Source: an optimization exercise on an open RTL-to-GDS flow (aim: small area and a short achievable clock period). Production flows keep margins and buffers that such runs may drop.
The RTL was checked by simulation tests, not by an equivalence proof against the original design.
Power and IR drop assume default switching activity.

$ cat design/flow/run.sh
#!/bin/bash
# synth_recipe.tcl (not shown) runs the flow's synth.tcl, then flattens the netlist and writes it again
# the make line also repeats each setting of config.mk as NAME=value (left out here)
make -C /OpenROAD-flow-scripts/flow DESIGN_CONFIG=/design/flow/config.mk WORK_HOME=/design/flow/orfs CLKGATE_MAP_FILE= SYNTH_SCRIPT=/design/flow/synth_recipe.tcl finish
$ cat design/flow/config.mk
export PLATFORM = sky130hd
export DESIGN_NAME = mips_v2_top
export DESIGN_NICKNAME = mips_v2_top
export VERILOG_FILES = /design/flow/design.v
export SDC_FILE = /design/flow/constraint.sdc
export NUM_CORES = 4
export LEC_CHECK = 0
export CAP_MARGIN = 20
export CORE_MARGIN = 2
export CORE_UTILIZATION = 25
export SETUP_SLACK_MARGIN = 5
export SLEW_MARGIN = 20
$ cat design/flow/constraint.sdc
create_clock -name core_clock -period 12.0 [get_ports {CLK}]
set_input_delay 2.4000 -clock core_clock [delete_from_list [all_inputs] [get_ports {CLK}]]
set_output_delay 2.4000 -clock core_clock [all_outputs]
set_load 0.01 [all_outputs]
$ cat design/flow/design.v
module mips_v2_top (
   input  logic        CLK,
   input  logic        RST,
   input  logic        write,
   input  logic [31:0] INST,
   output logic        flag,
   output logic [31:0] out,
   output logic [31:0] ina,
   output logic [31:0] inb,
   output logic [31:0] ALUA,
   output logic [31:0] ALUB,
   output logic [4:0]  addr
);
   localparam int ADD = 0, SUB = 1, AND = 2, OR = 3, XOR = 4, NOR = 5, SLT = 6,
                  SLTU = 7, MOVZ = 8, SLL = 9, SRL = 10, SRA = 11, LUI = 12, FLG = 13;
   localparam int NOP = 14;
   logic [31:0] rf_q [1:31];
   logic [31:1] rv_q;             
   logic [31:0] ina_q, inb_q, alua_q, alub_q;
   logic [4:0]  addr_q;
   logic [NOP-1:0] op_q;          
   logic        pw_q;             
   logic [31:0] res;
   logic        zflag;
   logic        pw;               
   always_comb begin
      logic        sub;
      logic [32:0] sum;
      logic [31:0] bx;
      logic        lt, ltu;
      logic [31:0] shl, shr;
      logic [31:0] rest;
      logic        addz, eqz, restz;
      sub  = op_q[SUB] | op_q[SLT] | op_q[SLTU];
      bx   = alub_q ^ {32{sub}};
      sum  = {1'b0, alua_q} + {1'b0, bx} + {32'b0, sub};
      ltu  = ~sum[32];
      lt   = (alua_q[31] ^ alub_q[31]) ? alua_q[31] : sum[31];
      shl  = alua_q << alub_q[4:0];
      shr  = 32'($signed({op_q[SRA] & alua_q[31], alua_q}) >>> alub_q[4:0]);
      rest = ({32{op_q[AND]}}  & (alua_q & alub_q))
           | ({32{op_q[OR]}}   & (alua_q | alub_q))
           | ({32{op_q[XOR]}}  & (alua_q ^ alub_q))
           | ({32{op_q[NOR]}}  & ~(alua_q | alub_q))
           | ({32{op_q[MOVZ]}} & alua_q)
           | ({32{op_q[SLL]}}  & shl)
           | ({32{op_q[SRL] | op_q[SRA]}} & shr)
           | ({32{op_q[LUI]}}  & {alub_q[15:0], 16'h0000});
      res  = rest
           | ({32{op_q[ADD] | op_q[SUB]}} & sum[31:0])
           | {31'b0, (op_q[SLT] & lt) | (op_q[SLTU] & ltu)};
      addz  = ((alua_q ^ alub_q) == {(alua_q[30:0] | alub_q[30:0]), 1'b0});
      eqz   = (alua_q == alub_q);
      restz = (rest == 32'h0);
      zflag = op_q[ADD]  ? addz :
              op_q[SUB]  ? eqz :
              op_q[SLT]  ? ~lt :
              op_q[SLTU] ? ~ltu : restz;
      flag  = op_q[FLG] & zflag;
      pw    = pw_q & (~op_q[MOVZ] | (inb_q == 32'h0));
   end
   logic [5:0]  opc, fn;
   logic [4:0]  rs, rt, rd;
   logic [15:0] imm;
   logic [31:0] A, B, ra, rb;
   logic [31:0] alua_d, alub_d;
   logic [4:0]  addr_d;
   logic [NOP-1:0] op_d;
   logic        valid;
   assign opc = INST[31:26];
   assign rs  = INST[25:21];
   assign rt  = INST[20:16];
   assign rd  = INST[15:11];
   assign fn  = INST[5:0];
   assign imm = INST[15:0];
   always_comb begin
      ra = '0;
      rb = '0;
      for (int i = 1; i < 32; i++) begin
         ra = ra | ({32{(rs == 5'(i)) & rv_q[i]}} & rf_q[i]);
         rb = rb | ({32{(rt == 5'(i)) & rv_q[i]}} & rf_q[i]);
      end
      A = (pw && rs == addr_q) ? res : ra;
      B = (pw && rt == addr_q) ? res : rb;
   end
   always_comb begin
      logic [1:0] bsel;           
      logic       shift, shimm;
      op_d   = '0;
      valid  = 1'b1;
      bsel   = 2'd0;
      shift  = 1'b0;
      shimm  = 1'b0;
      addr_d = rt;
      case (opc)
         6'h00: begin
            addr_d = rd;
            case (fn)
               6'h20, 6'h21: op_d[ADD]  = 1'b1;
               6'h22, 6'h23: op_d[SUB]  = 1'b1;
               6'h24:        op_d[AND]  = 1'b1;
               6'h25:        op_d[OR]   = 1'b1;
               6'h26:        op_d[XOR]  = 1'b1;
               6'h27:        op_d[NOR]  = 1'b1;
               6'h2A:        op_d[SLT]  = 1'b1;
               6'h2B:        op_d[SLTU] = 1'b1;
               6'h0A:        op_d[MOVZ] = 1'b1;
               6'h00: begin op_d[SLL] = 1'b1; shift = 1'b1; shimm = 1'b1; end
               6'h02: begin op_d[SRL] = 1'b1; shift = 1'b1; shimm = 1'b1; end
               6'h03: begin op_d[SRA] = 1'b1; shift = 1'b1; shimm = 1'b1; end
               6'h04: begin op_d[SLL] = 1'b1; shift = 1'b1; bsel = 2'd1; end
               6'h06: begin op_d[SRL] = 1'b1; shift = 1'b1; bsel = 2'd1; end
               6'h07: begin op_d[SRA] = 1'b1; shift = 1'b1; bsel = 2'd1; end
               default: valid = 1'b0;
            endcase
         end
         6'h08, 6'h09: begin op_d[ADD] = 1'b1; bsel = 2'd2; end
         6'h0A:        begin op_d[SLT] = 1'b1; bsel = 2'd2; end
         6'h0C:        begin op_d[AND] = 1'b1; bsel = 2'd3; end
         6'h0D:        begin op_d[OR]  = 1'b1; bsel = 2'd3; end
         6'h0E:        begin op_d[XOR] = 1'b1; bsel = 2'd3; end
         6'h0F:        begin op_d[LUI] = 1'b1; bsel = 2'd3; end
         default:      valid = 1'b0;
      endcase
      if (!valid) addr_d = '0;
      op_d[FLG] = 1'b1;
      alua_d = shift ? B : A;
      if (shimm)             alub_d = {27'h0, INST[10:6]};
      else case (bsel)
         2'd0:    alub_d = B;
         2'd1:    alub_d = A;
         2'd2:    alub_d = {{16{imm[15]}}, imm};
         default: alub_d = {16'h0000, imm};
      endcase
   end
   always_ff @(posedge CLK) begin
      if (RST) begin
         ina_q  <= '0;
         inb_q  <= '0;
         alua_q <= '0;
         alub_q <= '0;
         addr_q <= '0;
         op_q   <= '0;
         pw_q   <= 1'b0;
      end else begin
         ina_q  <= A;
         inb_q  <= B;
         alua_q <= alua_d;
         alub_q <= alub_d;
         addr_q <= addr_d;
         op_q   <= op_d;
         pw_q   <= write & valid & (addr_d != 5'd0);
      end
   end
   always_ff @(posedge CLK) begin
      for (int i = 1; i < 32; i++) begin
         if (RST)                            rv_q[i] <= 1'b0;
         else if (pw && addr_q == 5'(i))     rv_q[i] <= 1'b1;
      end
   end
   always_ff @(posedge CLK) begin
      for (int i = 1; i < 32; i++)
         if (pw && addr_q == 5'(i)) rf_q[i] <= res;
   end
   assign out  = res;
   assign ina  = ina_q;
   assign inb  = inb_q;
   assign ALUA = alua_q;
   assign ALUB = alub_q;
   assign addr = addr_q;
endmodule
==> qor.yml <==
grt_antenna_before_repair: 25
cp_max_fo: 10
whs_ns: 0.495
clock_sinks: 1171
worstPathRequired_ns: 9.60
critPathKind: "register to output port"
synth_ff_type: "edfxtp_1"
yosysSeqAreaShare_pct: 59.2
fin_area_um2: 68000
maxSlewViolCount: 0
arrival_ns: 4.82
path_delay_family: "simple AND/OR/NAND/NOR gates"
clock_skew_ns: 0.0887
crit_path_max_incr_delay_ns: 0.56
peakVddDrop_uv: 142
critPathCaptureType: "output port"
synth_top_family_by_area: "compound AO/OA/AOI/OAI gates"
cts_root_buf: "clkbuf_16"
place_hpwl_um: 188000
ys_seq_elements: 1171
worst_slew_pin_slew_ns: 1.32
hold-path-cell-count: 1
die_w_um: 479
max_slew_margin_pct: 12.1
p_total_mw: 8.38
fillCellCount: 22400
intPower_mw: 6.56
rsz0062_at_grt: "true"
die_area_um2: 229000
synth.area.mux_share_pct: 3.96
cp-start-kind: "register"
netlist_area_um2: 56400
grt_max_degree: 90
worstSkewPairLatency_ns: 0.81
post_dp_cell_area_um2: 62500
numCtsBuffers: 114
finalSetupViolCount: 0
drt_first_iter_violations: 13000
vias_per_cell: 6.80
finalSetupTns_ns: 0
pwr-share-comb_pct: 1.7
p_leak_nw: 24.5
r2r_slack_ns: 6.59
area_growth_pct: 20.6
period_needed_ns: 7.22
grt_pass1_vias: 48500
cp.depth: 13
finalHoldViolCount: 0
synth.distinct_cells: 76
clkPwrFrac_pct: 46.3
place.gp.congestion: 1.02
clkSlewWorstSetupHoldPaths_ns: 0.07
status: "complete, no violations"
ys_async_sr_fraction_pct: 0
clk_path_buf_depth: 3
synthXorXnorAreaFrac_pct: 1.44
grt-busiest-layer: "met2"
syn_avg_cell_area_um2: 12.4
synthTopCellsByArea: "edfxtp_1, dfxtp_1, a221oi_1"
drive_above_1_share_pct: 16.1
crit_chain: "buf_4 > inv_1 > ha_1 > a22oi_1 > nand3_1 > a221o_1 > nor3_2 > nand2b_1 > nor4_2 > nand4_1 > or4_4 > a31oi_4 > buf_2"
drcViolationCount: 0
cts_tree: "built"
postRouteAntennaNets: 0
grt_pass1_wl_um: 431000
sw_frac_of_total_pct: 21.7
synth_top_area_cell: "edfxtp_1"
initial_core_util_pct: 25.1
cpMaxStageDelayCell: "or4_4"
gr-total-overflow: 0
synth-edff-count: 992
hold_class: "register to register"
nets: 4829
syn_nets: 4664
period_share_pct: 60.1
grt_usage_pct: 27.3
vias: 53200
fmax_mhz: 139
power_frac_seq_pct: 52.0
met3_usage_pct: 12.5
synth-compound-area-share_pct: 20.7
core.rowCount: 174
routed_wl_um: 329000
firstDrtPassIters: 13
switchingPower_mw: 1.81
r2r_cells: 9
htree_levels: 3
cap_violations: 0
synth_cells: 4532
port_buffers: 200
synth_fa_ha_area_share_pct: 2.17
ys_warn_count: 2
crit_buf_inv: 3
p_per_area_nw_per_um2: 123
die_h_um: 479
use_met2_pct: 38.4
yosys.area.top_type_share_pct: 52.8
synthSimpleGateAreaFrac_pct: 9.22
met1_usage_pct: 31.9
core-area_um2: 224000
pin_count: 201
avgRoutedWirePerCell_um: 42.1
==> Yosys cell counts (all sizes together), types with 7 or more instances <==
cell type / n
nor3b: 9
ha: 96
or3: 14
a222oi: 82
nor4: 40
xor2: 15
and2: 19
a22oi: 348
a221o: 10
nand3: 106
o21a: 22
a221oi: 306
mux2i: 89
nor3: 71
nand4: 139
inv: 80
o22a: 7
mux4: 42
o31ai: 8
a31oi: 13
nand2: 164
nor2b: 14
clkbuf: 335
a21oi: 98
xnor2: 78
mux2: 35
a311oi: 7
and3: 97
edfxtp: 992
o21ai: 113
a211oi: 15
o221ai: 7
or4: 25
a22o: 296
o22ai: 59
dfxtp: 179
nand2b: 28
o211ai: 23
buf: 73
nor2: 276
a21o: 22
==> registers in the layout, summed over array words and instances (netlist names) <==
signal  cells
addr_q      5
alub_q     32
rf_q      992
ina_q      32
op_q       14
alua_q     32
inb_q      32
rv_q       31
pw_q        1
==> power by group through the flow <==
stage	clock network, mW	logic, mW	registers (mW)
2_1_floorplan	0	0.0683	4.44
6_report	3.88	0.141	4.36
3_5_place_dp	0	0.125	4.45
4_1_cts	3.85	0.134	4.36
5_1_grt	4.01	0.146	4.36
3_3_place_gp	0	0.125	4.45
==> worst register-to-register path, delay by kind of cell (launching register included) <==
kind                   cells  cell delay (ns)
AOI/OAI and AO/OA          4             2.02
buffers and inverters      1             0.50
DFF                        1             0.39
and+or+nand+nor            4             2.40
==> per-layer routing <==
layer,vias to the layer above,part of all wire [%]
li1,19000,-
met1,25700,33
met2,6445,40
met3,1971,17
met4,18,10
met5,-,0.078
==> layout make-up <==
type / instances / area (um^2) / share of cell area (%)
Clock buffer: 135 / 2960 / 4.36
Inverter: 80 / 304 / 0.447
Multi-Input combinational cell: 2875 / 22200 / 32.6
Sequential cell: 1171 / 33400 / 49.1
Antenna cell: 32 / 80.1 / 0.118
Timing Repair inverter: 1 / 5.00 / 0.00736
Tap cell: 2992 / 3740 / 5.51
Clock inverter: 79 / 986 / 1.45
Timing Repair Buffer: 454 / 4330 / 6.37
==> cells by family (layout without fill, tap and decap cells) <==
logic type	count (synthesis)	in the layout
xor gates and xnor gates	93	93
other	0	32
buffers and inverters	488	749
DFF	1171	1171
and+or+nand+nor	1028	1028
muxes	166	166
AOI/OAI and AO/OA	1489	1491
adders and majority gates	97	97
==> layout by cell type, fill, tap and decap left out, drive strengths merged, types with 22 or more instances in the layout <==
cell	Yosys	routed
dfxtp	179	179
edfxtp	992	992
o22ai	59	59
mux4	42	42
nand4	139	139
nand3	106	106
a21oi	98	98
clkinv	0	46
diode	0	32
inv	80	86
a22o	296	296
ha	96	96
a22oi	348	348
o21ai	113	115
or4	25	25
a222oi	82	82
buf	73	253
o21a	22	22
nand2b	28	28
xnor2	78	78
a21o	22	22
nor3	71	71
mux2	35	35
a221oi	306	306
and3	97	97
clkdlybuf4s50	0	178
mux2i	89	89
o211ai	23	23
clkbuf	335	138
nor4	40	40
nand2	164	164
nor2	276	276
==> through the flow <==
stage | util, % | setup WS (ns) | instances
floorplan | - | 5.01 | 4532
global placement | 27.9 | 3.98 | 7511
detailed placement | 27.9 | 4.00 | 7512
CTS | 30.0 | 4.73 | 7762
global route | 30.3 | 4.79 | 7795
finish | 30.3 | 4.78 | 7819
==> path summary, 6_finish.rpt <==
kind,start,endpoint
min reg2reg,rv_q[20],rv_q[20]
max reg2reg,inb_q[16],alub_q[5]
min,rv_q[20],rv_q[20]
max,alua_q[19],flag
==> repair_timing <==
action | 4_1_cts | 5_1_grt
buffers inserted | 28 | 23
endpoints found under the setup margin | 32 | 22
gates cloned | 8 | 1
resized for setup | 167 | 57
hold buffers | 0 | 0
pin swaps | 17 | 18

-- separate check: timing with driven ports --
The flow's constraints put no driver on any port. The routed layout listed below was extracted and timed again, unchanged, in two steps.
Step 1, drivers: a clkbuf_16 drives CLK and a buf_2 each remaining input, both assumed.
Step 2 moves the port delays by t, midway between the first and last clock arrival at a register: inputs arrive t later, outputs are due t later. That takes back most of the time a late clock gives input paths.
a / b / c = ideal ports / drivers / drivers and shift; a / b = the first two.
t (ns): 0.861
slack for setup (ns): 4.784 / 4.692 / 4.787
slew at the worst register clock pin (ns): 0.09 / 0.09
After both steps setup and hold are still met in this run. For this run, drivers alone change the setup slack by -0.092 ns; drivers and shift together by +0.003 ns.
